Source: an optimization exercise on an open RTL-to-GDS flow (aim: small area). Production flows keep margins and buffers that such runs may drop.
Function was checked by simulation only, so behaviour that the tests miss may differ from the original.
Power and IR drop assume default switching activity.

$ cat design/flow/flow/run.sh
#!/bin/bash
# Own layout flow: the standard synthesis, then its combinational logic re-mapped
# for area (flip-flops untouched), then the standard layout with the port
# buffers made of the smallest buffer cell and a clock tree without dummy loads.
# Each tool's output goes to a log file here.
set -euo pipefail
here=$(cd "$(dirname "$0")" && pwd)
mkdir -p tmp
export TMPDIR=$PWD/tmp
R=orfs/results/${FLOW_PLATFORM:-sky130hd}/dodge_top/base
bash standard.sh synth > flow_synth.log 2>&1
cp $R/1_2_yosys.v $R/1_2_yosys_standard.v
bash "$here/reabc.sh" $R/1_2_yosys_standard.v $R/1_2_yosys.v reabc_stat.txt ${FLOW_TOP:-dodge_top} > flow_reabc.log 2>&1
rm -f $R/1_synth.odb $R/1_synth.sdc
bash standard.sh "BUFFER_PORTS_ARGS=-buffer_cell sky130_fd_sc_hd__buf_1" \
	"CTS_ARGS=-root_buf sky130_fd_sc_hd__clkbuf_4 -buf_list sky130_fd_sc_hd__clkbuf_2 -dont_use_dummy_load -sink_clustering_enable -sink_clustering_size 20 -sink_clustering_max_diameter 100" \
	finish > flow_layout.log 2>&1
$ cat design/flow/flow/abc_ds.template
strash
&get -n
&fraig -x
&put
dc2
&get -n
&deepsyn -T DS_TIME -S DS_SEED
&put
dch -f
map -a
mfs2
strash
dc2
&get -n
&dch -f
&nf -a -R 1000
&put
mfs2
strash
dc2
dch -f
map -a
topo
$ cat design/flow/flow/abc_st2.script
strash
&get -n
&fraig -x
&put
dc2
balance; rewrite; refactor; balance; rewrite; rewrite -z; balance; refactor -z; rewrite -z; balance
dc2
dch -f
map -a
mfs2
strash
dc2
dch -f
map -a
mfs2
strash
dc2
dch -f
map -a
topo
$ cat design/flow/flow/abc_st3.script
strash
&get -n
&fraig -x
&put
dc2
balance; rewrite; refactor; balance; rewrite; rewrite -z; balance; refactor -z; rewrite -z; balance
dc2
&get -n
&dch -f
&nf -a -R 1000
&put
mfs2
strash
dc2
&get -n
&dch -f
&nf -a -R 1000
&put
topo
$ cat design/flow/flow/abc_strong.script
strash
&get -n
&fraig -x
&put
dc2
balance; rewrite; refactor; balance; rewrite; rewrite -z; balance; refactor -z; rewrite -z; balance
dc2
dch -f
map -a
mfs2
strash
dc2
dch -f
map -a
topo
$ cat design/flow/flow/reabc.sh
#!/bin/bash
# usage: reabc.sh NETLIST_IN NETLIST_OUT STAT_OUT TOP
# Re-maps the combinational logic with several ABC scripts (the fixed abc_*.script
# files here, and abc_ds.template with each seed in DS_SEEDS) in parallel and
# keeps the smallest result. The flip-flops are left as they are.
set -euo pipefail
here=$(cd "$(dirname "$0")" && pwd)
LIB=${FLOW_HOME:-/OpenROAD-flow-scripts/flow}/platforms/sky130hd/lib/sky130_fd_sc_hd__tt_025C_1v80.lib
DU="-dont_use *probe* -dont_use *lpflow* -dont_use *clkbuf* -dont_use *clkinv* -dont_use *clkdly* -dont_use *dlygate* -dont_use *dlymetal* -dont_use *ha_* -dont_use *fa_* -dont_use *fah* -dont_use *dfxtp* -dont_use *conb*"
mkdir -p reabc
cp "$here"/abc_*.script reabc/
for s in ${DS_SEEDS:-0}; do
	sed -e "s/DS_TIME/${DS_TIME:-150}/" -e "s/DS_SEED/$s/" "$here/abc_ds.template" > reabc/abc_ds$s.script
done
for s in reabc/abc_*.script; do
	n=$(basename "$s" .script)
	sed -e "s#LIB_FILE#$LIB#g" -e "s#NETLIST_IN#$1#" -e "s#NETLIST_OUT#reabc/$n.v#" -e "s#STAT_OUT#reabc/$n.stat#" -e "s#TOP#$4#" -e "s#ABC_SCRIPT#$PWD/$s#" -e "s#DONT_USE#$DU#" "$here/reabc.ys" > reabc/$n.ys
	echo "yosys -s reabc/$n.ys > reabc/$n.log 2>&1"
done | xargs -P ${NUM_CORES:-4} -I{} bash -c "{}"
best=""
best_area=""
for f in reabc/*.stat; do
	n=$(basename "$f" .stat)
	a=$(awk '/Chip area/ {print $NF}' "$f")
	echo "$n: $a"
	if [[ -z "$best" ]] || awk -v a="$a" -v b="$best_area" 'BEGIN {exit !(a < b)}'; then
		best=$n
		best_area=$a
	fi
done
echo "kept $best ($best_area)"
cp "reabc/$best.v" "$2"
cp "reabc/$best.stat" "$3"
$ cat design/flow/flow/reabc.ys
# Re-maps the combinational logic of the standard synthesis netlist for area.
# The flip-flops stay as they are (same instances, names and cells).
read_liberty -ignore_miss_func LIB_FILE
blackbox sky130_fd_sc_hd__dfxtp_1 sky130_fd_sc_hd__dfxtp_2 sky130_fd_sc_hd__dfxtp_4 sky130_fd_sc_hd__conb_1
read_verilog NETLIST_IN
hierarchy -top TOP
flatten
rename -hide w:*.*
opt_clean -purge
abc -script ABC_SCRIPT -liberty LIB_FILE DONT_USE
opt_clean -purge
hilomap -singleton -hicell sky130_fd_sc_hd__conb_1 HI -locell sky130_fd_sc_hd__conb_1 LO
insbuf -buf sky130_fd_sc_hd__buf_1 A X
opt_clean -purge
tee -o STAT_OUT stat -liberty LIB_FILE
write_verilog -noattr -nohex -nodec NETLIST_OUT
$ cat design/flow/standard.sh
#!/bin/bash
# synth_recipe.tcl (not shown) runs the flow's synth.tcl, then flattens the netlist and writes it again
# the make line also repeats each setting of config.mk as NAME=value (left out here)
make -C /OpenROAD-flow-scripts/flow DESIGN_CONFIG=/design/flow/config.mk WORK_HOME=/design/flow/orfs CLKGATE_MAP_FILE= SYNTH_SCRIPT=/design/flow/synth_recipe.tcl "${@:-finish}"
$ cat design/flow/config.mk
export PLATFORM = sky130hd
export DESIGN_NAME = dodge_top
export DESIGN_NICKNAME = dodge_top
export VERILOG_FILES = /design/flow/design.v
export SDC_FILE = /design/flow/constraint.sdc
export NUM_CORES = 4
export LEC_CHECK = 0
export ABC_AREA = 1
export CAP_MARGIN = 20
export CORE_MARGIN = 2
export CORE_UTILIZATION = 40
export CTS_BUF_LIST = sky130_fd_sc_hd__clkbuf_4
export SLEW_MARGIN = 20
$ cat design/flow/constraint.sdc
create_clock -name core_clock -period 10.0 [get_ports {clock}]
set_input_delay 2.0000 -clock core_clock [delete_from_list [all_inputs] [get_ports {clock}]]
set_output_delay 2.0000 -clock core_clock [all_outputs]
set_load 0.01 [all_outputs]
$ cat design/flow/design.v
module dodge_top #(
	parameter int STEP_CYCLES = 50,
	parameter int SECOND_CYCLES = 200
) (
	input  logic        clock,
	input  logic        reset,
	input  logic        go,
	input  logic        go2,
	input  logic [3:0]  buttons,
	output logic        playing,
	output logic        game_over,
	output logic [1:0]  direction,
	output logic [5:0]  player,
	output logic [24:0] block_map,
	output logic [6:0]  hex0,
	output logic [6:0]  hex1
);
	logic p, g, x;
	logic [5:0] step_timer;  
	logic [1:0] q;           
	logic [3:0] hist;        
	logic       sec_gt5;     
	logic [3:0] ones, tens;
	logic [2:0] pcol, prow;
	logic clear, step, tick, collision, rotate, rot_ok, start;
	assign playing = p;
	assign game_over = g;
	assign player = {pcol, prow};
	assign clear = !p && !g && (go || x);
	assign start = p && x;
	assign step = p && (step_timer == 6'b001001);
	assign rotate = go2 && sec_gt5;
	assign rot_ok = p && !collision && rotate;
	logic [4:0] valid;
	logic t0, t1, at3;
	assign t0 = !sec_gt5 && (tens == 4'd10) && (ones == 4'd3);
	assign t1 = !sec_gt5 && (tens == 4'd10) && (ones == 4'd14);
	assign valid[0] = !start && !(t0 && q == 2'd0);
	assign valid[1] = !start && !(t0 && !q[1]);
	assign valid[2] = !start && !(t0 && q != 2'd3);
	assign valid[3] = !start && !t0;
	assign valid[4] = !start && !t0 && !(t1 && q == 2'd0);
	assign at3 = (q == 2'd3);
	assign tick = step && at3;
	logic b1, b2, b3, b8;  
	assign b3 = hist[3] ^ hist[2];
	assign b2 = hist[2] ^ hist[1];
	assign b1 = hist[1] ^ hist[0];
	assign b8 = hist[0] ^ hist[3];
	logic [3:0] win [5];
	assign win[0] = {hist[0], b3, b2, b1};
	assign win[1] = {hist[1], hist[0], b3, b2};
	assign win[2] = {hist[2], hist[1], hist[0], b3};
	assign win[3] = hist;
	assign win[4] = {b8, hist[3], hist[2], hist[1]};
	logic horiz, rev;
	assign horiz = direction[0] ^ x;
	assign rev = direction[1] ^ (direction[0] && !x);
	logic [4:0] hot [5];
	logic [4:0] rel [5];
	assign hot[0][0] = (win[0][0] && win[0][1] && win[0][2] && win[0][3]) || (!win[0][0] && win[0][1] && !win[0][2] && win[0][3]) || (win[0][0] && !win[0][1] && win[0][2] && !win[0][3]);
	assign hot[0][1] = (!win[0][1] && !win[0][2] && !win[0][3]) || (!win[0][0] && win[0][1] && win[0][2] && !win[0][3]) || (win[0][0] && win[0][1] && !win[0][2] && win[0][3]);
	assign hot[0][2] = (!win[0][0] && !win[0][2] && !win[0][3]) || (!win[0][0] && !win[0][1] && win[0][2] && win[0][3]) || (win[0][0] && win[0][1] && win[0][2] && !win[0][3]);
	assign hot[0][3] = (!win[0][0] && !win[0][1] && !win[0][2]) || (win[0][0] && !win[0][1] && win[0][2] && win[0][3]) || (win[0][0] && win[0][1] && !win[0][2] && !win[0][3]);
	assign hot[0][4] = (!win[0][0] && !win[0][1] && !win[0][3]) || (win[0][0] && !win[0][1] && !win[0][2] && win[0][3]) || (!win[0][0] && win[0][1] && win[0][2] && win[0][3]);
	assign rel[0] = hot[0] & {5{valid[0]}};
	assign hot[1][0] = (win[1][0] && win[1][1] && win[1][2] && win[1][3]) || (!win[1][0] && win[1][1] && !win[1][2] && win[1][3]) || (win[1][0] && !win[1][1] && win[1][2] && !win[1][3]);
	assign hot[1][1] = (!win[1][1] && !win[1][2] && !win[1][3]) || (!win[1][0] && win[1][1] && win[1][2] && !win[1][3]) || (win[1][0] && win[1][1] && !win[1][2] && win[1][3]);
	assign hot[1][2] = (!win[1][0] && !win[1][2] && !win[1][3]) || (!win[1][0] && !win[1][1] && win[1][2] && win[1][3]) || (win[1][0] && win[1][1] && win[1][2] && !win[1][3]);
	assign hot[1][3] = (!win[1][0] && !win[1][1] && !win[1][2]) || (win[1][0] && !win[1][1] && win[1][2] && win[1][3]) || (win[1][0] && win[1][1] && !win[1][2] && !win[1][3]);
	assign hot[1][4] = (!win[1][0] && !win[1][1] && !win[1][3]) || (win[1][0] && !win[1][1] && !win[1][2] && win[1][3]) || (!win[1][0] && win[1][1] && win[1][2] && win[1][3]);
	assign rel[1] = hot[1] & {5{valid[1]}};
	assign hot[2][0] = (win[2][0] && win[2][1] && win[2][2] && win[2][3]) || (!win[2][0] && win[2][1] && !win[2][2] && win[2][3]) || (win[2][0] && !win[2][1] && win[2][2] && !win[2][3]);
	assign hot[2][1] = (!win[2][1] && !win[2][2] && !win[2][3]) || (!win[2][0] && win[2][1] && win[2][2] && !win[2][3]) || (win[2][0] && win[2][1] && !win[2][2] && win[2][3]);
	assign hot[2][2] = (!win[2][0] && !win[2][2] && !win[2][3]) || (!win[2][0] && !win[2][1] && win[2][2] && win[2][3]) || (win[2][0] && win[2][1] && win[2][2] && !win[2][3]);
	assign hot[2][3] = (!win[2][0] && !win[2][1] && !win[2][2]) || (win[2][0] && !win[2][1] && win[2][2] && win[2][3]) || (win[2][0] && win[2][1] && !win[2][2] && !win[2][3]);
	assign hot[2][4] = (!win[2][0] && !win[2][1] && !win[2][3]) || (win[2][0] && !win[2][1] && !win[2][2] && win[2][3]) || (!win[2][0] && win[2][1] && win[2][2] && win[2][3]);
	assign rel[2] = hot[2] & {5{valid[2]}};
	assign hot[3][0] = (win[3][0] && win[3][1] && win[3][2] && win[3][3]) || (!win[3][0] && win[3][1] && !win[3][2] && win[3][3]) || (win[3][0] && !win[3][1] && win[3][2] && !win[3][3]);
	assign hot[3][1] = (!win[3][1] && !win[3][2] && !win[3][3]) || (!win[3][0] && win[3][1] && win[3][2] && !win[3][3]) || (win[3][0] && win[3][1] && !win[3][2] && win[3][3]);
	assign hot[3][2] = (!win[3][0] && !win[3][2] && !win[3][3]) || (!win[3][0] && !win[3][1] && win[3][2] && win[3][3]) || (win[3][0] && win[3][1] && win[3][2] && !win[3][3]);
	assign hot[3][3] = (!win[3][0] && !win[3][1] && !win[3][2]) || (win[3][0] && !win[3][1] && win[3][2] && win[3][3]) || (win[3][0] && win[3][1] && !win[3][2] && !win[3][3]);
	assign hot[3][4] = (!win[3][0] && !win[3][1] && !win[3][3]) || (win[3][0] && !win[3][1] && !win[3][2] && win[3][3]) || (!win[3][0] && win[3][1] && win[3][2] && win[3][3]);
	assign rel[3] = hot[3] & {5{valid[3]}};
	assign hot[4][0] = (win[4][0] && win[4][1] && win[4][2] && win[4][3]) || (!win[4][0] && win[4][1] && !win[4][2] && win[4][3]) || (win[4][0] && !win[4][1] && win[4][2] && !win[4][3]);
	assign hot[4][1] = (!win[4][1] && !win[4][2] && !win[4][3]) || (!win[4][0] && win[4][1] && win[4][2] && !win[4][3]) || (win[4][0] && win[4][1] && !win[4][2] && win[4][3]);
	assign hot[4][2] = (!win[4][0] && !win[4][2] && !win[4][3]) || (!win[4][0] && !win[4][1] && win[4][2] && win[4][3]) || (win[4][0] && win[4][1] && win[4][2] && !win[4][3]);
	assign hot[4][3] = (!win[4][0] && !win[4][1] && !win[4][2]) || (win[4][0] && !win[4][1] && win[4][2] && win[4][3]) || (win[4][0] && win[4][1] && !win[4][2] && !win[4][3]);
	assign hot[4][4] = (!win[4][0] && !win[4][1] && !win[4][3]) || (win[4][0] && !win[4][1] && !win[4][2] && win[4][3]) || (!win[4][0] && win[4][1] && win[4][2] && win[4][3]);
	assign rel[4] = hot[4] & {5{valid[4]}};
	logic [4:0] line [5];
	always_comb
		for (int i = 0; i < 5; i++)
			line[i] = rev ? rel[4-i] : rel[i];
	always_comb
		for (int i = 0; i < 5; i++)
			for (int j = 0; j < 5; j++)
				block_map[i*5 + j] = horiz ? line[j][i] : line[i][j];
	logic [4:0] prow_hot, pcol_hot;
	assign prow_hot[0] = (!prow[0] && !prow[1] && !prow[2]);
	assign prow_hot[1] = (prow[0] && !prow[1]);
	assign prow_hot[2] = (!prow[0] && prow[1]);
	assign prow_hot[3] = (prow[0] && prow[1]);
	assign prow_hot[4] = (prow[2]);
	assign pcol_hot[0] = (!pcol[0] && !pcol[1] && !pcol[2]);
	assign pcol_hot[1] = (pcol[0] && !pcol[1]);
	assign pcol_hot[2] = (!pcol[0] && pcol[1]);
	assign pcol_hot[3] = (pcol[0] && pcol[1]);
	assign pcol_hot[4] = (pcol[2]);
	always_comb
	begin
		collision = 1'b0;
		for (int i = 0; i < 5; i++)
			for (int j = 0; j < 5; j++)
				collision = collision | (block_map[i*5 + j] && prow_hot[i] && pcol_hot[j]);
	end
	logic [3:0] moves;
	always_comb
		case (direction)
			2'd1: moves = {buttons[0], buttons[1], buttons[3], buttons[2]};
			2'd2: moves = {buttons[2], buttons[3], buttons[0], buttons[1]};
			2'd3: moves = {buttons[1], buttons[0], buttons[2], buttons[3]};
			default: moves = buttons;
		endcase
	logic [2:0] pcol_mv, prow_mv;
	assign pcol_mv[0] = (pcol[0] && moves[3] && moves[2]) || (pcol[0] && !moves[3] && !moves[2]) || (!pcol[0] && !pcol[2] && !moves[3] && moves[2]) || (pcol[2] && moves[3] && !moves[2]) || (!pcol[0] && pcol[1] && moves[3] && !moves[2]);
	assign pcol_mv[1] = (pcol[1] && moves[3] && moves[2]) || (!pcol[0] && pcol[1] && !moves[3]) || (pcol[0] && pcol[1] && !moves[2]) || (pcol[2] && moves[3] && !moves[2]) || (pcol[0] && !pcol[1] && !moves[3] && moves[2]);
	assign pcol_mv[2] = (pcol[2] && moves[2]) || (pcol[2] && !moves[3]) || (pcol[0] && pcol[1] && !moves[3] && moves[2]);
	assign prow_mv[0] = (prow[0] && moves[1] && moves[0]) || (prow[0] && !moves[1] && !moves[0]) || (!prow[0] && !prow[2] && !moves[1] && moves[0]) || (prow[2] && moves[1] && !moves[0]) || (!prow[0] && prow[1] && moves[1] && !moves[0]);
	assign prow_mv[1] = (prow[1] && moves[1] && moves[0]) || (!prow[0] && prow[1] && !moves[1]) || (prow[0] && prow[1] && !moves[0]) || (prow[2] && moves[1] && !moves[0]) || (prow[0] && !prow[1] && !moves[1] && moves[0]);
	assign prow_mv[2] = (prow[2] && moves[0]) || (prow[2] && !moves[1]) || (prow[0] && prow[1] && !moves[1] && moves[0]);
	logic [3:0] ones_inc, tens_inc;
	logic ones_wrap, ones_five;
	assign ones_inc[0] = (!ones[0]) || (!ones[2] && ones[3]) || (!ones[1] && ones[3]);
	assign ones_inc[1] = (!ones[0] && ones[2]) || (ones[0] && !ones[2]) || (!ones[1] && !ones[2]) || (ones[1] && ones[2] && ones[3]);
	assign ones_inc[2] = (ones[1] && !ones[2]) || (!ones[1] && ones[2]);
	assign ones_inc[3] = (ones[1]) || (!ones[3]);
	assign tens_inc[0] = (!tens[0] && tens[3]) || (!tens[1] && !tens[2]) || (!tens[0] && tens[1] && tens[2]);
	assign tens_inc[1] = (!tens[2]);
	assign tens_inc[2] = (!tens[0] && tens[1]) || (tens[1] && tens[2]);
	assign tens_inc[3] = (tens[0] && tens[3]) || (!tens[1] && tens[3]) || (!tens[0] && tens[1] && tens[2]);
	assign ones_wrap = (!ones[1] && !ones[2]);
	assign ones_five = (ones[0] && !ones[1] && ones[3]);
	always_ff @(posedge clock)
	begin
		step_timer <= (!p || step) ? 6'd0 : {step_timer[4:0], !(step_timer[5] ^ step_timer[4])};
		if (!reset)
		begin
			p <= 1'b0;
			g <= 1'b0;
			x <= 1'b0;
			direction <= 2'd0;
			q <= 2'd0;
			hist <= 4'b0010;
			sec_gt5 <= 1'b0;
			ones <= 4'd3;
			tens <= 4'd10;
			pcol <= 3'd2;
			prow <= 3'd2;
		end
		else
		begin
			p <= clear || (p && !collision && !rotate);
			x <= clear || rot_ok;
			g <= (p && collision) || (g && !go2);
			if (rot_ok)
				direction <= {direction[1] ^ direction[0], !direction[0]};
			if (clear)
				q <= 2'd0;
			else if (step)
				q <= {q[1] ^ q[0], !q[0]};
			if (step)
				hist <= {hist[2:0], b3};
			if (start)
			begin
				sec_gt5 <= 1'b0;
				ones <= 4'd3;
				tens <= 4'd10;
			end
			else if (tick)
			begin
				if (ones_five)
					sec_gt5 <= 1'b1;
				ones <= ones_inc;
				if (ones_wrap)
					tens <= tens_inc;
			end
			if (clear && !x)
			begin
				pcol <= 3'd2;
				prow <= 3'd2;
			end
			else if (step)
			begin
				pcol <= pcol_mv;
				prow <= prow_mv;
			end
		end
	end
	assign hex0[0] = (!ones[0] && ones[1]);
	assign hex0[1] = (ones[0] && !ones[1]);
	assign hex0[2] = (ones[0] && !ones[2] && ones[3]);
	assign hex0[3] = (!ones[0]);
	assign hex0[4] = (!ones[0]) || (ones[2] && ones[3]);
	assign hex0[5] = (!ones[0] && ones[2]) || (ones[0] && ones[1] && ones[3]);
	assign hex0[6] = (!ones[0] && ones[2]) || (!ones[2] && !ones[3]);
	assign hex1[0] = (tens[0] && !tens[3]);
	assign hex1[1] = (!tens[0] && tens[1] && !tens[3]);
	assign hex1[2] = (!tens[0] && !tens[1] && tens[2]);
	assign hex1[3] = (tens[0]);
	assign hex1[4] = (tens[0]) || (!tens[2] && !tens[3]);
	assign hex1[5] = (tens[0] && tens[2]) || (!tens[1] && !tens[3]);
	assign hex1[6] = (tens[0] && tens[2]) || (!tens[0] && tens[1] && tens[3]);
endmodule
==> impl_results.md, run 1 <==
- Row Count: 27
- Fin crit share: 0.4743
- Max Cap Viol: 0
- First-pass GRT wire length: between 10 and 15 mm
- Peak Freq: ~0.21 GHz
- Fin. max-slew vios: 0
- Worst Skew: roughly 0.025 ns
- Number of global-route vias before repair: between 2000 and 3000
- Final Hold Viols: 0
- Layout cells sized above 1: 0.01826
- Total clock buffers created by CTS: 5
- Initial Util: 0.4186
- I/O pins: 57
- Die width: roughly 80 um
- CORE AREA: approximately 0.0056 sq mm
- HP Class: reg2reg
- Setup violators final: 0
- Clk sink count: 32
- Post-Route WL: roughly 7.1 mm
- Largest net degree at the start of global routing: 22
- PortBufs: 56
- CTS tree: yes
- Reg-to-reg setup timing slack: approximately 6.1 ns
- Finished Layout Cells: just over 500
- Tightest Pin Transition: 0.6056 ns
- Placed Instance Area: between 0.002 and 0.003 sq mm
- Area growth syn-to-layout: 14.16%
- Final TNS setup: 0 ns
- Min-Delay Startpoint: step_timer[1]
- Minimum clock period: 4.743 ns
- Antenna violations before repair: 0
- Static leakage power: ~0.001 uW
- Hold Buf Count CTS: 0
- RSZ-0062 raised after global routing: no
- Dpl hpwl: between 5 and 6 mm
- Crit-path max FO: 8
- Wire length per cell: about 14 um
- Critical Path Start: tens[0]
- PwrDens: around 80 mW/mm^2
- Worst setup path class: reg2out
- CTS clock-pin slew for the worst setup and hold paths: around 0.11 ns
- Worst flop-to-flop path startpoint: tens[1]
- Post-Syn Instances: ~380
- Initial drt markers: ~280
- Die H: between 80 and 90 um
- Clock root cell: clkbuf_4
- Antenna Cells: 0
- IR drop worst, VDD: approximately 0.05 mV
- Resized Gates After CTS: 0
- Worst R2R Path Depth: 23
- Synthesized Nets: 387
- Later-pin clock latency in the skew report: about 0.33 ns
- Antenna-violating nets left: 0
- Routed vias/inst: between 5 and 6
- Pre-antenna DRT Iters: 5
- Post-Place Cells: 505
- Crit. End Element: primary output
- Fin util: 0.4779
- Rel. slew slack: 0.5932
- Nets: roughly 450
- GR Util All Layers: 0.2289
- Final Instance Area: ~0.0027 sq mm
- DRC errors left: 0
- Synth Cell Area: between 0.002 and 0.0025 sq mm
- Outcome: finished clean
- CP required: around 8 ns
- Total grt overflow: 0
- Detailed-route via count: about 2900
- Postcts setup bufs: 0
- Crit start category: flip-flop
- Die area: ~0.0065 sq mm
- Worst Path Arrival: approximately 2.7 ns
- H-tree level count: 2
- Syn Area/Cell: 6.157 sq um
- Crit path to: block_map[23]
- GPL Wtd Cong: approximately 0.9
- Yosys warning count: 5
- Clock tree buffer depth: 2
- Fin Hold WS: around 0.44 ns
- R2r endpoint: direction[1]
-- critical path, stage by stage, from the launching register on --
cell and delay (ns):
dfxtp_1 0.44, nor2_1 0.11, nand2_1 0.09, nor3_1 0.07, nand2_1 0.09, inv_1 0.06, nor2_1 0.39, inv_1 0.11
nor2_1 0.21, nand2_1 0.14, inv_1 0.12, a22oi_1 0.12, o21ai_0 0.30, buf_1 0.19
-- flip-flops by register name, indices dropped and copies added (netlist names) --
name and cells:
step_timer 6, hist 4, ones 4, tens 4
pcol 3, prow 3, direction 2, q 2
g 1, p 1, sec_gt5 1, x 1
-- metrics by stage --
step / power (uW) / setup slack, ns
5_1_grt: 226.4 / 4.900
6_report: 212.2 / 5.257
3_5_place_dp: 151.8 / 5.695
3_3_place_gp: 151.7 / 5.691
4_1_cts: 216.6 / 5.308
2_1_floorplan: 145.9 / 6.128
-- where the power goes --
part	total, uW	internal [uW]	switching [uW]
registers	130	129	1.08
clock network	63.2	23.5	39.7
logic	18.9	5.27	13.6
-- area by class of cell --
class,instances,area (sq um)
multi-input combinational,282,1449
fill,609,2910
timing repair buffer,56,210.2
inverter,63,236.5
sequential,32,640.6
clock buffer,5,37.54
tap,72,90.09
-- layout by cell type (no fill, tap or decap), types with 3 or more instances in the layout --
| cell | n |
|---|---|
| nand2_1 | 66 |
| a22oi_1 | 19 |
| inv_1 | 63 |
| o221ai_1 | 3 |
| nor3_1 | 15 |
| buf_1 | 56 |
| nor2_1 | 59 |
| a21oi_1 | 18 |
| a32o_1 | 8 |
| nor4_1 | 3 |
| clkbuf_4 | 5 |
| xnor2_1 | 4 |
| o21ai_0 | 39 |
| o22ai_1 | 6 |
| dfxtp_1 | 32 |
| nand3_1 | 17 |
| a31oi_1 | 9 |
-- routing by layer --
layer / part of all wire / track usage
met1: 0.45 / 0.3005
met2: 0.46 / 0.3717
met3: 0.068 / 0.04382
met4: 0.022 / 0.08305
met5: 0 / 0
-- worst min-delay path by stage --
| stage | slack (ns) | endpoint | depth (start not counted) |
|---|---|---|---|
| detailed placement | 0.42 | step_timer[3] | 2 |
| global placement | 0.43 | step_timer[3] | 2 |
| CTS | 0.45 | step_timer[3] | 2 |
| floorplan | 0.40 | step_timer[3] | 2 |
| finish | 0.44 | step_timer[2] | 2 |
| global route | 0.47 | step_timer[2] | 2 |
==> inputs of run 2 (changes only) <==
--- a/design/flow/flow/reabc.sh
+++ b/design/flow/flow/reabc.sh
@@ -11,3 +11,3 @@
 cp "$here"/abc_*.script reabc/
-for s in ${DS_SEEDS:-0}; do
+for s in ${DS_SEEDS:-0 1 2 3 4 5 6 7}; do
 	sed -e "s/DS_TIME/${DS_TIME:-150}/" -e "s/DS_SEED/$s/" "$here/abc_ds.template" > reabc/abc_ds$s.script
==> run 2 against run 1 <==
  * Still clean on timing, DRC and antenna
  * Cell count did not move
  * Via count did not move
  * Count of clock-buffer cells in the layout did not move
  * Critical path type unchanged
  * Critical endpoint unchanged
  * Highest routed layer unchanged
==> impl_results.md, run 2 <==
- Yosys warning count: 5
- CORE AREA: about 0.0056 sq mm
- Later-pin clock latency in the skew report: approximately 0.33 ns
- CP required: 8.00 ns
- Fin util: 0.4779
- Most frequent cells in the layout: 66 x nand2_1, 63 x inv_1, 59 x nor2_1
- DRC errors left: 0
- Pre-CTS setup slack: roughly 5.7 ns
- I/O pins: 57
- HP Class: reg2reg
- Most common cell after layout, fill and taps aside: nand2_1
- GR Util All Layers: 0.2289
- Syn Area/Cell: 6.157 sq um
- Peak Freq: between 0.2 and 0.25 GHz
- Dpl hpwl: ~5.7 mm
- Top reg by flops: step_timer
- Nets: 448
- Die width: roughly 80 um
- Worst setup path class: reg2out
- CTS clock-pin slew for the worst setup and hold paths: between 0.1 and 0.15 ns
- Antenna Cells: 0
- Post-Syn Instances: between 300 and 400
- Crit path to: block_map[23]
- Resized Gates After CTS: 0
- Row Count: 27
- Final Hold Viols: 0
- Initial Util: 0.4186
- Static leakage power: 0.001009 uW
- Die H: 80.38 um
- Placed Instance Area: 0.002626 sq mm
- Total clock buffers created by CTS: 5
- Fin. max-slew vios: 0
- H-tree level count: 2
- Clock tree buffer depth: 2
- Worst flop-to-flop path startpoint: tens[1]
- Largest net degree at the start of global routing: 22
- Post-Route WL: slightly above 7 mm
- Worst R2R Path Depth: 23
- Max Cap Viol: 0
- Critical Path Start: tens[0]
- Fin Hold WS: about 0.44 ns
- Tightest Pin Transition: roughly 0.61 ns
- Final Instance Area: between 0.002 and 0.003 sq mm
- IR drop worst, VDD: just over 0.05 mV
- Clk sink count: 32
- Initial drt markers: roughly 280
- CTS tree: yes
- Fin crit share: 0.4743
- Detailed-route via count: between 2000 and 3000
- Crit-path max FO: 8
- First-pass GRT wire length: around 12 mm
- Worst Skew: between 0.02 and 0.03 ns
- Reg-to-reg setup timing slack: ~6.1 ns
- Setup slack after layout: about 5.3 ns
- Setup violators final: 0
- Synth Cell Area: ~0.0023 sq mm
- Area growth syn-to-layout: 14.16%
- R2r endpoint: direction[1]
- PortBufs: 56
- Minimum clock period: approximately 4.7 ns
- Wire length per cell: around 14 um
- Hold Buf Count CTS: 0
- RSZ-0062 raised after global routing: no
- Synthesized Nets: between 300 and 400
- Crit. End Element: primary output
- Final TNS setup: 0 ns
- Routed vias/inst: approximately 5.6
- Rel. slew slack: 0.5932
- PwrDens: about 80 mW/mm^2
- Antenna violations before repair: 0
- Outcome: finished clean
- Total grt overflow: 0
- Die area: 0.006461 sq mm
- Antenna-violating nets left: 0
- Pre-antenna DRT Iters: 5
- Layout cells sized above 1: 0.01826
- Max reg flops: 6
- Postcts setup bufs: 0
- Clock root cell: clkbuf_4
- GPL Wtd Cong: just over 0.9
- Number of global-route vias before repair: about 2500
- Worst Path Arrival: 2.74 ns
- Crit start category: flip-flop
run 2: cell counts in the layout (fill, tap and decap cells not counted):
Identical to the previous run, type by type.
run 2: critical path, stage by stage (launching register included):
cell     delay, ns
dfxtp_1       0.44
nor2_1        0.11
nand2_1       0.09
nor3_1        0.07
nand2_1       0.09
inv_1         0.06
nor2_1        0.39
inv_1         0.11
nor2_1        0.21
nand2_1       0.14
inv_1         0.12
a22oi_1       0.12
o21ai_0       0.30
buf_1         0.19
run 2: cell type report:
| cell class | count | area (sq um) |
|---|---|---|
| fill | 609 | 2910 |
| clock buffer | 5 | 37.54 |
| timing repair buffer | 56 | 210.2 |
| multi-input combinational | 282 | 1449 |
| tap | 72 | 90.09 |
| inverter | 63 | 236.5 |
| sequential | 32 | 640.6 |
run 2: worst min path at each step:
stage / startpoint / endpoint / slack (ns) / depth (start not counted)
finish: step_timer[1] / step_timer[2] / 0.44 / 2
global placement: step_timer[2] / step_timer[3] / 0.43 / 2
global route: step_timer[1] / step_timer[2] / 0.47 / 2
floorplan: step_timer[2] / step_timer[3] / 0.40 / 2
CTS: step_timer[2] / step_timer[3] / 0.45 / 2
detailed placement: step_timer[2] / step_timer[3] / 0.42 / 2
run 2: stage by stage:
| stage | cells | total power (uW) |
|---|---|---|
| 6_report | 510 | 212.2 |
| 5_1_grt | 510 | 226.4 |
| 4_1_cts | 510 | 216.6 |
| 3_5_place_dp | 505 | 151.8 |
| 3_3_place_gp | 505 | 151.7 |
| 2_1_floorplan | 379 | 145.9 |
run 2: report_power, final:
part	switching (uW)	leakage [uW]	total, uW	internal (uW)
clock network	39.7	0.0000230	63.2	23.5
registers	1.08	0.000259	130	129
logic	13.6	0.000727	18.9	5.27
total	54.4	0.00101	212	158
run 2: layer usage:
layer,track usage,up-vias,part of all wire
met1,0.3005,1290,0.45
met3,0.04382,16,0.068
met4,0.08305,0,0.022
met5,0,-,0
li1,-,1427,-
met2,0.3717,122,0.46
==> inputs of run 3 (changes only) <==
==> design/flow/flow/reabc.sh (replaced) <==
#!/bin/bash
# usage: reabc.sh NETLIST_IN NETLIST_OUT STAT_OUT TOP
# Re-maps the combinational logic of the standard synthesis netlist for area;
# the flip-flops are left as they are.
# Stage 1: the fixed abc_*.script files here, and abc_ds.template with each seed
# in DS_SEEDS, run in parallel on the input; the smallest result is kept.
# Stage 2: each stage 1 result through the ref_*.script re-mappings, then
# REFINE_ROUNDS rounds of them, each on the previous round's smallest result;
# the smallest netlist seen is kept.
set -euo pipefail
here=$(cd "$(dirname "$0")" && pwd)
LIB=${FLOW_HOME:-/OpenROAD-flow-scripts/flow}/platforms/sky130hd/lib/sky130_fd_sc_hd__tt_025C_1v80.lib
DU="-dont_use *probe* -dont_use *lpflow* -dont_use *clkbuf* -dont_use *clkinv* -dont_use *clkdly* -dont_use *dlygate* -dont_use *dlymetal* -dont_use *ha_* -dont_use *fa_* -dont_use *fah* -dont_use *dfxtp* -dont_use *conb*"
mkdir -p reabc

# run_set DIR INPUT SCRIPT... : map INPUT with each script in parallel into DIR
run_set() {
	local dir=$1 in=$2
	shift 2
	mkdir -p "$dir"
	for s in "$@"; do
		local n
		n=$(basename "$s" .script)
		sed -e "s#LIB_FILE#$LIB#g" -e "s#NETLIST_IN#$in#" -e "s#NETLIST_OUT#$dir/$n.v#" -e "s#STAT_OUT#$dir/$n.stat#" -e "s#TOP#$TOPNAME#" -e "s#ABC_SCRIPT#$s#" -e "s#DONT_USE#$DU#" "$here/reabc.ys" > "$dir/$n.ys"
		echo "yosys -s $dir/$n.ys > $dir/$n.log 2>&1"
	done | xargs -P ${NUM_CORES:-4} -I{} bash -c "{}"
}
# smallest DIR : prints "area name" of the smallest result in DIR
smallest() {
	for f in "$1"/*.stat; do
		echo "$(awk '/Chip area/ {print $NF}' "$f") $(basename "$f" .stat)"
	done | sort -g | head -1
}

TOPNAME=$4
cp "$here"/abc_*.script reabc/
for s in ${DS_SEEDS:-0 1 2 3 4 5 6 7}; do
	sed -e "s/DS_TIME/${DS_TIME:-150}/" -e "s/DS_SEED/$s/" "$here/abc_ds.template" > reabc/abc_ds$s.script
done
run_set "$PWD/reabc/s1" "$1" "$PWD"/reabc/abc_*.script
for f in reabc/s1/*.stat; do echo "stage 1 $(basename "$f" .stat): $(awk '/Chip area/ {print $NF}' "$f")"; done
read -r best_area best < <(smallest reabc/s1)
best_v=$PWD/reabc/s1/$best.v
echo "stage 1 kept $best ($best_area)"
# round 0: every stage 1 result through each re-mapping
for f in reabc/s1/*.v; do
	n=$(basename "$f" .v)
	run_set "$PWD/reabc/r0_$n" "$PWD/$f" "$here"/ref_*.script
	read -r a m < <(smallest reabc/r0_$n)
	echo "round 0 from $n: $m $a"
	if awk -v a="$a" -v b="$best_area" 'BEGIN {exit !(a < b)}'; then
		best_area=$a
		best_v=$PWD/reabc/r0_$n/$m.v
	fi
done
cur_v=$best_v
for r in $(seq 1 ${REFINE_ROUNDS:-8}); do
	run_set "$PWD/reabc/r$r" "$cur_v" "$here"/ref_*.script
	read -r a n < <(smallest reabc/r$r)
	echo "round $r: $n $a"
	cur_v=$PWD/reabc/r$r/$n.v
	if awk -v a="$a" -v b="$best_area" 'BEGIN {exit !(a < b)}'; then
		best_area=$a
		best_v=$cur_v
	fi
done
echo "kept $best_v ($best_area)"
cp "$best_v" "$2"
cp "${best_v%.v}.stat" "$3"
==> design/flow/flow/ref_a1.script (new file) <==
strash
dch -f
amap
topo
==> design/flow/flow/ref_a2.script (new file) <==
strash
dc2
dch -f
amap
topo
==> design/flow/flow/ref_a3.script (new file) <==
strash
dch
amap
topo
==> design/flow/flow/ref_a4.script (new file) <==
strash
dch -f
amap -m
topo
==> design/flow/flow/ref_a5.script (new file) <==
strash
&get -n
&dch -f
&nf -a -R 2000 -E 0.5
&put
topo
==> run 3 against run 2 <==
  * Global-route usage is 1.2 points lower
  * Cell area is 4.2% lower
  * First-iteration DRC count is 42% lower
  * Synthesized cell count is 11% lower
  * Clock power is 3% lower
  * Hold slack better by 0.022 ns
  * Maximum frequency is 10% lower
  * Die area is 4.9% lower
  * Setup slack worse by 0.54 ns
  * Via count is 5.3% lower
  * Clock skew is 0.012 ns lower
==> impl_results.md, run 3 <==
- Outcome: finished clean
- I/O pins: 57
- Most common cell after layout, fill and taps aside: nor2_1
- Tightest Pin Transition: 0.6055 ns
- DRC errors left: 0
- Worst Path Arrival: between 3 and 4 ns
- Worst flop-to-flop path startpoint: tens[0]
- CP required: 8.00 ns
- # fillers: 580
- Critical Path Start: tens[0]
- First-pass GRT wire length: around 11 mm
- Register area: around 640 sq um
- Most frequent cells in the layout: 77 x nor2_1, 56 x buf_1, 41 x inv_1
- Fin util: 0.4691
- Worst Skew: between 0.01 and 0.015 ns
- Minimum clock period: ~5.3 ns
- Static leakage power: around 0.00088 uW
- Worst R2R Path Depth: 17
- Hold Path Sink: step_timer[2]
- Wire length per cell: ~14 um
- HP Class: reg2reg
- Layout cells sized above 1: 0.01515
- CTS tree: yes
- IR drop worst, VDD: around 0.070 mV
- Synthesized Nets: approximately 340
- Hold depth: 1
- Initial Util: 0.4069
- Fin crit share: 0.5281
- Total clock buffers created by CTS: 5
- Crit. End Element: primary output
- Max reg flops: 6
- Postcts setup bufs: 0
- Routed vias/inst: a little under 6
- H-tree level count: 2
- Die area: 0.006144 sq mm
- Multi-input logic area: approximately 0.0014 sq mm
- Setup violators final: 0
- Clock tree buffer depth: 2
- R2r endpoint: direction[1]
- Die H: around 78 um
- Fin. max-slew vios: 0
- Crit start category: flip-flop
- PortBufs: between 50 and 60
- Hold Buf Count CTS: 0
- Crit-path max FO: 6
- Peak Freq: 0.1894 GHz
- Later-pin clock latency in the skew report: 0.31 ns
- Antenna violations before repair: 0
- PwrDens: between 80 and 90 mW/mm^2
- Worst setup path class: reg2out
- RSZ-0062 raised after global routing: no
- Rel. slew slack: 0.5933
- Area growth syn-to-layout: 15.26%
- Number of global-route vias before repair: 2399
- Final Hold Viols: 0
- Die width: roughly 80 um
- Initial drt markers: between 150 and 200
- Detailed-route via count: between 2000 and 3000
- Antenna Cells: 0
- Yosys warning count: 5
- Reg-to-reg setup timing slack: 5.37 ns
- Total grt overflow: 0
- Total power: between 200 and 250 uW
- Min-Delay Startpoint: step_timer[1]
- GPL Wtd Cong: approximately 0.94
- Largest net degree at the start of global routing: 22
- Setup slack after layout: 4.719 ns
- Synth Cell Area: roughly 0.0022 sq mm
- Dpl hpwl: 5.228 mm
- Syn Area/Cell: between 6 and 7 sq um
- Resized Gates After CTS: 0
- Final TNS setup: 0 ns
- Post-Route WL: 6.533 mm
- Pre-CTS setup slack: slightly above 5 ns
- CTS clock-pin slew for the worst setup and hold paths: approximately 0.09 ns
- Antenna-violating nets left: 0
- Nets: 406
- Top reg by flops: step_timer
- GR Util All Layers: 0.2165
- Post-Syn Instances: between 300 and 400
- Pre-antenna DRT Iters: 7
- Row Count: 27
- Clk sink count: 32
- Clock root cell: clkbuf_4
- Max Cap Viol: 0
- CORE AREA: ~0.0054 sq mm
==> run 3: cell type report <==
class                   count  share of cell area
repair buffers             57             0.08534
multi-input cells         261              0.5532
clock buffers               5             0.01471
inverters                  41             0.06032
well taps                  72             0.03531
flip-flops and latches     32              0.2511
==> run 3: worst max-delay path, stage by stage, from the launching register on <==
cell	delay (ns)
dfxtp_1	0.34
inv_1	0.14
nand2_1	0.14
or4_1	0.56
o41ai_1	0.51
inv_1	0.20
o21ai_0	0.50
o22a_1	0.26
o22ai_1	0.13
buf_1	0.18
==> run 3: power breakdown <==
| part | total (uW) | leakage (uW) | switching, uW | internal [uW] |
|---|---|---|---|---|
| logic | 15.9 | 0.000599 | 11.4 | 4.49 |
| registers | 131 | 0.000259 | 1.70 | 129 |
| clock network | 61.4 | 0.0000230 | 37.9 | 23.5 |
| total | 208 | 0.000881 | 51.1 | 157 |
==> run 3: worst max-delay path by stage <==
| stage | slack [ns] | endpoint |
|---|---|---|
| after floorplan | 5.70 | block_map[5] |
| after global placement | 5.27 | block_map[14] |
| after detailed placement | 5.17 | block_map[4] |
| after CTS | 4.79 | block_map[4] |
| after global routing | 4.52 | block_map[21] |
| final | 4.72 | block_map[14] |
==> run 3: metrics by stage <==
step / area (sq um) / hold WS (ns) / instances
global route: 2551 / 0.4963 / 468
CTS: 2551 / 0.4712 / 468
global placement: 2514 / 0.4460 / 463
detailed placement: 2514 / 0.4579 / 463
finish: 2551 / 0.4672 / 468
floorplan: 2213 / 0.4388 / 336
==> run 3: routing by layer <==
layer  up-vias  part of all wire  track usage
met3         8             0.069      0.04253
met5         -                 0            0
met4         0             0.011      0.05263
met2       109              0.46       0.3500
met1      1218              0.46       0.2970
li1       1368                 -            -
==> inputs of run 4 (changes only) <==
--- a/design/flow/flow/reabc.sh
+++ b/design/flow/flow/reabc.sh
@@ -7,3 +7,4 @@
 # Stage 2: each stage 1 result through the ref_*.script re-mappings, then
-# REFINE_ROUNDS rounds of them, each on the previous round's smallest result;
+# REFINE_ROUNDS rounds of them, each on the BEAM smallest results of the round
+# before;
 # the smallest netlist seen is kept.
@@ -55,11 +56,16 @@
 done
-cur_v=$best_v
+# later rounds: a beam of the BEAM smallest distinct results of the last round
+beam=$(for d in reabc/r0_*; do for f in "$d"/*.stat; do echo "$(awk '/Chip area/ {print $NF}' "$f") $PWD/${f%.stat}.v"; done; done | sort -g -u -k1,1 | head -${BEAM:-3} | awk '{print $2}')
 for r in $(seq 1 ${REFINE_ROUNDS:-8}); do
-	run_set "$PWD/reabc/r$r" "$cur_v" "$here"/ref_*.script
-	read -r a n < <(smallest reabc/r$r)
-	echo "round $r: $n $a"
-	cur_v=$PWD/reabc/r$r/$n.v
+	k=0
+	for v in $beam; do
+		k=$((k + 1))
+		run_set "$PWD/reabc/r${r}_$k" "$v" "$here"/ref_*.script
+	done
+	beam=$(for f in reabc/r${r}_*/*.stat; do echo "$(awk '/Chip area/ {print $NF}' "$f") $PWD/${f%.stat}.v"; done | sort -g -u -k1,1 | head -${BEAM:-3} | awk '{print $2}')
+	read -r a v < <(for f in reabc/r${r}_*/*.stat; do echo "$(awk '/Chip area/ {print $NF}' "$f") $PWD/${f%.stat}.v"; done | sort -g | head -1)
+	echo "round $r: $a"
 	if awk -v a="$a" -v b="$best_area" 'BEGIN {exit !(a < b)}'; then
 		best_area=$a
-		best_v=$cur_v
+		best_v=$v
 	fi
==> run 4 against run 3 <==
  * Critical path type unchanged
  * Maximum frequency up 12%
  * Cell area fell by 0.20%
  * Utilization up 0.20 points
  * Sequential cell count is the same
  * Non-clock buffer count did not move
  * Register-to-register slack gained 0.14 ns
  * First-iteration DRC count grew 14%
  * Sequential power about the same
  * Sequential share of layout area about the same
==> impl_results.md, run 4 <==
- PortBufs: between 50 and 60
- Pre-antenna DRT Iters: 6
- Final Hold Viols: 0
- Switch Pwr: 54.10 uW
- Final Instance Area: ~0.0025 sq mm
- Met1 WL: between 2 and 3 mm
- Metal3 WL: between 400 and 500 um
- Total clock buffers created by CTS: 5
- Later-pin clock latency in the skew report: roughly 0.32 ns
- Top reg by flops: step_timer
- Fin crit share: 0.4717
- CORE AREA: around 0.0054 sq mm
- Antenna-violating nets left: 0
- Wire length per cell: 14.74 um
- Die width: 78.30 um
- HP Class: reg2reg
- Most frequent cells in the layout: 76 x nor2_1, 56 x buf_1, 41 x inv_1
- Synth Cell Area: between 0.002 and 0.0025 sq mm
- CTS tree: yes
- Rel. slew slack: 0.5944
- Post-Route WL: roughly 6.9 mm
- Post-Syn Instances: 333
- Yosys warning count: 5
- Int Power: around 160 uW
- H-tree level count: 2
- Setup violators final: 0
- Antenna violations before repair: 0
- Initial drt markers: around 180
- Crit start category: flip-flop
- Largest net degree at the start of global routing: 22
- Peak Freq: 0.2120 GHz
- Setup slack after layout: approximately 5.3 ns
- Initial Util: 0.4086
- Routed vias/inst: around 5.9
- Hold depth: 1
- Antenna Cells: 0
- Combinational power share: 0.082
- Syn Area/Cell: about 6.6 sq um
- Postcts setup bufs: 0
- GPL Wtd Cong: 0.9453
- CTS clock-pin slew for the worst setup and hold paths: about 0.1 ns
- Max reg flops: 6
- Clock root cell: clkbuf_4
- I/O pins: between 50 and 60
- Max Cap Viol: 0
- Wire length on met2: 3.297 mm
- GR Util All Layers: 0.2165
- IR drop worst, VDD: roughly 0.065 mV
- Hold Buf Count CTS: 0
- Crit-path max FO: 6
- Minimum clock period: approximately 4.7 ns
- Nets: a little over 400
- CP required: about 8.0 ns
- Dpl hpwl: about 5.4 mm
- Placed Instance Area: roughly 0.0025 sq mm
- Crit. End Element: primary output
- Total grt overflow: 0
- Tightest Pin Transition: between 0.6 and 0.7 ns
- Row Count: 27
- Clock power frac: 0.301
- Pre-CTS setup slack: 5.669 ns
- Top routing layer used: met4
- Die H: 78.30 um
- Die area: about 0.0061 sq mm
- Worst Path Arrival: about 2.7 ns
- Seq pwr share: 0.616
- Static leakage power: about 0.00087 uW
- Worst R2R Path Depth: 19
- Number of global-route vias before repair: 2288
- Layout cells sized above 1: 0.01527
- Synthesized Nets: about 340
- Most common cell after layout, fill and taps aside: nor2_1
- Worst Skew: between 0.01 and 0.015 ns
- DRC errors left: 0
- First-pass GRT wire length: between 10 and 15 mm
- Final TNS setup: 0 ns
- Resized Gates After CTS: 0
- Area growth syn-to-layout: 15.30%
- Clk sink count: 32
- RSZ-0062 raised after global routing: no
- Fin. max-slew vios: 0
- Sw frac: 0.2556
- Outcome: finished clean
- Clock tree buffer depth: 2
- Worst setup path class: reg2out
- Detailed-route via count: approximately 2700
- PwrDens: around 83 mW/mm^2
run 4: path summary, 6_finish.rpt:
kind | from | endpoint | slack (ns)
worst max-delay path | tens[0] | block_map[9] | 5.28
worst min-delay path | step_timer[1] | step_timer[2] | 0.47
worst max register to register | tens[0] | direction[1] | 5.51
worst min register to register | step_timer[1] | step_timer[2] | 0.47
run 4: power groups by stage:
stage / clock [uW] / sequential [uW] / combinational, uW
6_report: 63.8 / 130 / 17.4
5_1_grt: 71.4 / 131 / 19.3
4_1_cts: 66.2 / 130 / 17.2
3_5_place_dp: 0 / 133 / 17.1
3_3_place_gp: 0 / 133 / 17.1
2_1_floorplan: 0 / 133 / 11.4
run 4: cell type report:
| class | instances | area, sq um |
|---|---|---|
| Fill cell | 603 | 2859 |
| Multi-Input combinational cell | 258 | 1406 |
| Sequential cell | 32 | 640.6 |
| Timing Repair Buffer | 57 | 217.7 |
| Inverter | 41 | 153.9 |
| Tap cell | 72 | 90.09 |
| Clock buffer | 5 | 37.54 |
run 4: per-layer routing:
metal  up-vias  GRT usage
met5         -          0
met2       123     0.3672
li1       1354          -
met4         0    0.07193
met3        14    0.04138
met1      1252     0.2760
run 4: stage by stage:
step	hold slack, ns	std cells	util	total power [uW]
floorplan	0.4388	333	-	144.6
global placement	0.4663	460	0.4641	150.5
detailed placement	0.4609	460	0.4641	150.5
CTS	0.4814	465	0.4711	213.9
global route	0.4841	465	0.4711	221.5
finish	0.4742	465	0.4711	211.6
run 4: worst max-delay path: stages, from the launching register on:
cell and delay [ns]:
dfxtp_1 0.39, inv_1 0.11, nand2_1 0.14, nor4_1 0.10
a31oi_1 0.41, inv_1 0.12, or3_1 0.44, o22a_1 0.25
o22ai_1 0.25, buf_1 0.18
==> inputs of run 5 (changes only) <==
--- a/design/flow/design.v
+++ b/design/flow/design.v
@@ -30,3 +30,3 @@
 	assign start = p && x;
-	assign step = p && (step_timer == 6'b001001);
+	assign step = p && (&step_timer);
 	assign rotate = go2 && sec_gt5;
@@ -145,3 +145,3 @@
 	begin
-		step_timer <= (!p || step) ? 6'd0 : {step_timer[4:0], !(step_timer[5] ^ step_timer[4])};
+		step_timer <= (!p || step) ? 6'b001100 : {step_timer[4:0], step_timer[5] ^ step_timer[4]};
 		if (!reset)
==> run 5 against run 4 <==
  * Synthesized area is 0.34% lower
  * Setup slack worse by 0.55 ns
  * Still clean on timing, DRC and antenna
  * Sequential share of layout area is 0.11 points higher
  * Sequential power hardly changed
  * Sequential cell count stayed put
  * Critical path type unchanged
  * Cell area is 0.44% lower
  * Count of clock-buffer cells in the layout stayed put
  * Synthesized cell count is 0.90% lower
==> impl_results.md, run 5 <==
- Crit path top cell by count: inv_1
- Max Cap Viol: 0
- Yosys warning count: 5
- Postcts setup bufs: 0
- CP Cell Sequence: inv_1, nor2_1, inv_1, o22ai_1, inv_1, nor2_1, inv_1, o22a_1, o22ai_1, buf_1
- Top reg by flops: step_timer
- Die H: just under 80 um
- GPL Wtd Cong: 0.9119
- Clock tree buffer depth: 2
- Max reg flops: 6
- DRC errors left: 0
- Finished Layout Cells: 461
- HP Class: reg2reg
- Syn Area/Cell: 6.669 sq um
- Nets: 399
- Placed Instance Area: ~0.0025 sq mm
- Synth Cell Area: between 0.002 and 0.0025 sq mm
- Multi-input logic area: between 0.001 and 0.0015 sq mm
- Post-Syn Instances: 330
- Antenna-violating nets left: 0
- Die area: about 0.0061 sq mm
- Total grt overflow: 0
- Row Count: 27
- Initial drt markers: roughly 270
- Wire length per cell: 14.57 um
- Rel. slew slack: 0.3429
- Post-Place Cells: between 400 and 500
- Minimum clock period: around 5.3 ns
- PortBufs: 56
- CP required: about 8 ns
- Tightest Pin Transition: just under 1 ns
- Hold Buf Count CTS: 0
- Worst setup path class: reg2out
- Later-pin clock latency in the skew report: between 0.3 and 0.4 ns
- Clock root cell: clkbuf_4
- Reg-to-reg setup timing slack: between 5 and 6 ns
- CTS clock-pin slew for the worst setup and hold paths: between 0.1 and 0.15 ns
- Outcome: finished clean
- Initial Util: 0.4072
- Clk sink count: 32
- GR Util All Layers: 0.2173
- Worst Skew: ~0.028 ns
- Largest net degree at the start of global routing: 22
- Post-Route WL: around 6.7 mm
- Dpl hpwl: ~5.3 mm
- Detailed-route via count: roughly 2700
- RSZ-0062 raised after global routing: no
- CTS tree: yes
- IR drop worst, VDD: around 0.060 mV
- CP max-delay cell: o22ai_1
- Worst Path Arrival: between 3 and 4 ns
- Final Hold Viols: 0
- Fin Hold WS: between 0.4 and 0.5 ns
- Register area: about 640 sq um
- PwrDens: slightly below 90 mW/mm^2
- Peak Freq: 0.1899 GHz
- Pre-antenna DRT Iters: 5
- Setup violators final: 0
- First-pass GRT wire length: 10.81 mm
- Most frequent cells in the layout: 75 x nor2_1, 56 x buf_1, 46 x inv_1
- Synthesized Nets: between 300 and 400
- Fin. max-slew vios: 0
- Crit-path max FO: 13
- H-tree level count: 2
- Slowest stage delay, CP: ~0.7 ns
- Crit. End Element: primary output
- # fillers: around 570
- Total clock buffers created by CTS: 5
- Area growth syn-to-layout: 15.18%
- Most common cell after layout, fill and taps aside: nor2_1
- Die width: 78.18 um
- Number of global-route vias before repair: between 2000 and 2500
- Antenna violations before repair: 0
- CORE AREA: 0.005405 sq mm
- Routed vias/inst: 5.818
- Crit start category: flip-flop
- Layout cells sized above 1: 0.01542
- Final TNS setup: 0 ns
- Resized Gates After CTS: 0
- Fin crit share: 0.5266
- Antenna Cells: 0
- I/O pins: 57
- Final Instance Area: 0.002535 sq mm
- Static leakage power: ~0.00091 uW
==> run 5: final timing paths <==
path | start | endpoint | cells past startpoint
max | direction[0] | block_map[3] | 10
min | step_timer[3] | step_timer[4] | 2
max reg2reg | direction[0] | direction[1] | 15
min reg2reg | step_timer[3] | step_timer[4] | 2
==> run 5: worst max-delay path: cells and delay by family (launching register included) <==
kind,cells,cell delay (ns)
flip-flops,1,0.45
buffers and inverters,5,0.95
AND/OR/NAND/NOR,2,0.38
AO/OA/AOI/OAI,3,1.16
==> run 5: stage by stage <==
| step | worst slack, ns | total power (uW) | utilization |
|---|---|---|---|
| floorplan | 5.475 | 151.3 | - |
| global placement | 5.317 | 158.6 | 0.4613 |
| detailed placement | 5.231 | 158.6 | 0.4613 |
| CTS | 4.852 | 222.8 | 0.4683 |
| global route | 4.442 | 233.0 | 0.4690 |
| finish | 4.734 | 221.0 | 0.4690 |
==> run 5: area by class of cell <==
| cell class | instances | area share |
|---|---|---|
| multi-input cells | 250 | 0.5459 |
| flip-flops and latches | 32 | 0.2527 |
| repair buffers | 56 | 0.08292 |
| inverters | 46 | 0.06811 |
| well taps | 72 | 0.03554 |
| clock buffers | 5 | 0.01481 |
==> run 5: power breakdown <==
part           internal, uW  switching [uW]
registers               131            2.31
clock network          23.5            41.6
logic                  6.62            16.2
==> run 5: routing by layer <==
| layer | vias up | wire [um] | GRT usage |
|---|---|---|---|
| li1 | 1348 | - | - |
| met1 | 1214 | 3161 | 0.3036 |
| met2 | 109 | 3004 | 0.3448 |
| met3 | 11 | 452 | 0.03563 |
| met4 | 0 | 100 | 0.06316 |
| met5 | - | 0 | 0 |
==> inputs of run 6 (changes only) <==
--- a/design/flow/flow/reabc.sh
+++ b/design/flow/flow/reabc.sh
@@ -37,3 +37,3 @@
 cp "$here"/abc_*.script reabc/
-for s in ${DS_SEEDS:-0 1 2 3 4 5 6 7}; do
+for s in ${DS_SEEDS:-0 1 2 3 4 5 6 7 8 9 10 11 12 13 14 15}; do
 	sed -e "s/DS_TIME/${DS_TIME:-150}/" -e "s/DS_SEED/$s/" "$here/abc_ds.template" > reabc/abc_ds$s.script
@@ -57,4 +57,4 @@
 # later rounds: a beam of the BEAM smallest distinct results of the last round
-beam=$(for d in reabc/r0_*; do for f in "$d"/*.stat; do echo "$(awk '/Chip area/ {print $NF}' "$f") $PWD/${f%.stat}.v"; done; done | sort -g -u -k1,1 | head -${BEAM:-3} | awk '{print $2}')
-for r in $(seq 1 ${REFINE_ROUNDS:-8}); do
+beam=$(for d in reabc/r0_*; do for f in "$d"/*.stat; do echo "$(awk '/Chip area/ {print $NF}' "$f") $PWD/${f%.stat}.v"; done; done | sort -g -u -k1,1 | head -${BEAM:-4} | awk '{print $2}')
+for r in $(seq 1 ${REFINE_ROUNDS:-12}); do
 	k=0
@@ -64,3 +64,3 @@
 	done
-	beam=$(for f in reabc/r${r}_*/*.stat; do echo "$(awk '/Chip area/ {print $NF}' "$f") $PWD/${f%.stat}.v"; done | sort -g -u -k1,1 | head -${BEAM:-3} | awk '{print $2}')
+	beam=$(for f in reabc/r${r}_*/*.stat; do echo "$(awk '/Chip area/ {print $NF}' "$f") $PWD/${f%.stat}.v"; done | sort -g -u -k1,1 | head -${BEAM:-4} | awk '{print $2}')
 	read -r a v < <(for f in reabc/r${r}_*/*.stat; do echo "$(awk '/Chip area/ {print $NF}' "$f") $PWD/${f%.stat}.v"; done | sort -g | head -1)
==> run 6 against run 5 <==
  * Still clean
  * Die area is 0.59% lower
  * Total power is 2.0% lower
  * Synthesized area shrank 0.63%
  * Clock power shrank 5.4%
  * Cell count shrank 0.22%
  * Wire length up 1.1%
  * Critical path depth increased by 3
  * Sequential power barely moved
  * Setup slack better by 0.29 ns
  * Critical endpoint is now block_map[10]
==> impl_results.md, run 6 <==
- Total clock buffers created by CTS: 5
- Combinational power share: 0.092
- Tightest Pin Transition: 0.5731 ns
- I/O pins: 57
- Largest net degree at the start of global routing: 22
- Int Power: between 150 and 200 uW
- Routed vias/inst: a little under 6
- Min-Delay Startpoint: step_timer[2]
- Layout cells sized above 1: 0.01795
- Worst setup path class: reg2out
- Minimum clock period: just under 5 ns
- Clk sink count: 32
- Worst Skew: approximately 0.026 ns
- CP top delay family: compound AO/OA/AOI/OAI gates
- Yosys warning count: 5
- Top reg by flops: step_timer
- Total grt overflow: 0
- Clock power frac: 0.284
- GPL Wtd Cong: roughly 0.95
- Fin crit share: 0.4973
- Fin util: 0.4861
- PortBufs: 56
- Row Count: 26
- Antenna Cells: 0
- Post-Route WL: 6.792 mm
- Outcome: finished clean
- Max reg flops: 6
- Die area: a little over 0.006 sq mm
- CTS clock-pin slew for the worst setup and hold paths: 0.11 ns
- Resized Gates After CTS: 0
- CP max-delay cell: dfxtp_1
- Antenna violations before repair: 0
- GR Util All Layers: 0.2212
- Syn Area/Cell: ~6.6 sq um
- DRC errors left: 0
- Final TNS setup: 0 ns
- Seq pwr share: 0.624
- Static leakage power: roughly 0.0009 uW
- Initial Util: 0.4202
- Initial drt markers: ~330
- Later-pin clock latency in the skew report: 0.32 ns
- Fin. max-slew vios: 0
- Nets: 400
- Setup violators final: 0
- Synth Cell Area: roughly 0.0022 sq mm
- Hold Path Sink: step_timer[3]
- H-tree level count: 2
- IR drop worst, VDD: ~0.070 mV
- CORE AREA: ~0.0052 sq mm
- Worst Path Arrival: 2.97 ns
- Clock root cell: clkbuf_4
- Most frequent cells in the layout: 81 x nor2_1, 56 x buf_1, 38 x inv_1
- PwrDens: roughly 86 mW/mm^2
- Antenna-violating nets left: 0
- Worst flop-to-flop path startpoint: ones[0]
- Area growth syn-to-layout: 15.68%
- Peak Freq: approximately 0.20 GHz
- Final Hold Viols: 0
- CP required: 8.00 ns
- Crit start category: flip-flop
- CTS tree: yes
- RSZ-0062 raised after global routing: no
- R2r endpoint: direction[1]
- Postcts setup bufs: 0
- Reg-to-reg setup timing slack: 5.89 ns
- Sw frac: 0.2553
- Crit-path max FO: 6
- WP buf/inv: 4
- Wire length per cell: between 10 and 15 um
- Max Cap Viol: 0
- Die width: about 80 um
- First-pass GRT wire length: approximately 11 mm
- Slowest stage delay, CP: about 0.44 ns
- Rel. slew slack: 0.6150
- Die H: 77.95 um
- Detailed-route via count: ~2700
- Hold Buf Count CTS: 0
- Dpl hpwl: ~5.3 mm
- Worst R2R Path Depth: 21
- Clock tree buffer depth: 2
- Crit. End Element: primary output
- HP Class: reg2reg
- Most common cell after layout, fill and taps aside: nor2_1
- Post-Syn Instances: approximately 330
- Hold depth: 1
- Pre-antenna DRT Iters: 6
- Switch Pwr: ~55 uW
- CP Cell Sequence: inv_1, nand2_1, o21ai_0, nand2_1, nor3_1, a21oi_1, inv_1, o21ai_0, inv_1, a21oi_1, o21ai_0, o22ai_1, buf_1
- Number of global-route vias before repair: 2392
- Synthesized Nets: approximately 340
run 6: worst max path at each step:
stage | startpoint | to | slack (ns) | depth (start not counted)
2_1_floorplan | direction[0] | block_map[2] | 5.45 | 3
3_3_place_gp | ones[0] | block_map[7] | 5.61 | 13
3_5_place_dp | ones[0] | block_map[10] | 5.48 | 13
4_1_cts | ones[0] | block_map[10] | 5.09 | 13
5_1_grt | ones[0] | block_map[7] | 4.67 | 13
6_report | ones[0] | block_map[10] | 5.03 | 13
run 6: cell type report:
class                           instances  area (sq um)
Fill cell                             582          2675
Multi-Input combinational cell        257          1396
Sequential cell                        32         640.6
Timing Repair Buffer                   58         225.2
Inverter                               38         142.6
Tap cell                               70         87.58
Clock buffer                            5         37.54
run 6: worst reg2reg max path: stages, from the launching register on:
cell and delay [ns]:
dfxtp_1 0.44, inv_1 0.15, nand2_1 0.09, o21ai_0 0.12
nand2_1 0.09, nor3_1 0.06, a21oi_1 0.29, inv_1 0.17
o21ai_0 0.15, inv_1 0.13, a21oi_1 0.31, o21ai_0 0.23
o22ai_1 0.24, a22o_1 0.18, a221oi_1 0.05, a21boi_0 0.16
o32a_1 0.31, o221ai_1 0.28, nor2_1 0.10, nand3_1 0.17
nor2_1 0.09, a211oi_1 0.23
run 6: per-layer routing:
metal	track usage	up-vias	part of all wire	wire length (um)
met3	0.04535	16	0.078	529
met4	0.08246	0	0.023	157
met5	0	-	0	0
met2	0.3586	137	0.43	2928
met1	0.2891	1209	0.47	3176
li1	-	1351	-	-
run 6: metrics by stage:
step / cells / area [sq um] / hold WS [ns] / setup slack, ns / total power [uW]
6_report: 460 / 2530 / 0.4570 / 5.027 / 216.6
5_1_grt: 460 / 2530 / 0.4879 / 4.669 / 228.9
4_1_cts: 460 / 2530 / 0.4646 / 5.086 / 220.0
3_5_place_dp: 455 / 2492 / 0.4357 / 5.481 / 158.1
3_3_place_gp: 455 / 2492 / 0.4290 / 5.607 / 157.6
2_1_floorplan: 329 / 2187 / 0.4155 / 5.453 / 150.6
run 6: power by group through the flow:
stage               clock network (uW)  logic [uW]  registers (uW)
floorplan                            0        13.3             137
global placement                     0        19.6             138
detailed placement                   0        20.0             138
CTS                               64.7        20.0             135
global route                      70.0        22.9             136
finish                            61.5        20.0             135

afterwards: timing with drivers on the ports:
The flow's constraints put no driver on any port. The routed layouts listed below were extracted and timed again, unchanged, in two steps. Step 1 (the two cells are an assumption about what drives the block):
set clk [get_ports {clock}]
set_driving_cell -lib_cell sky130_fd_sc_hd__clkbuf_16 $clk
set_driving_cell -lib_cell sky130_fd_sc_hd__buf_2 [delete_from_list [all_inputs] $clk]
Step 2 adds t to the input delays and takes it off the output delays; t is the mean of the earliest and latest rising clock arrival at the registers after step 1. Input paths then give back, and output paths get back, about the clock's delay inside the block. a / b / c = no drivers / after step 1 / after step 2; a / b = the first two.
run	t, ns	slack for setup (ns)	hold slack, ns	worst register clock-pin slew, ns
run 1	0.344	5.257 / 5.232 / 5.576	0.445 / 0.445 / 0.445	0.11 / 0.11
run 2	0.344	5.257 / 5.232 / 5.576	0.445 / 0.445 / 0.445	0.11 / 0.11
run 3	0.334	4.719 / 4.692 / 5.026	0.467 / 0.467 / 0.467	0.09 / 0.09
run 4	0.343	5.283 / 5.258 / 5.512	0.474 / 0.474 / 0.474	0.10 / 0.10
run 5	0.348	4.734 / 4.708 / 5.056	0.451 / 0.451 / 0.451	0.11 / 0.11
run 6	0.336	5.027 / 5.002 / 5.338	0.457 / 0.457 / 0.457	0.11 / 0.11
After both steps setup and hold are still met in every run listed.
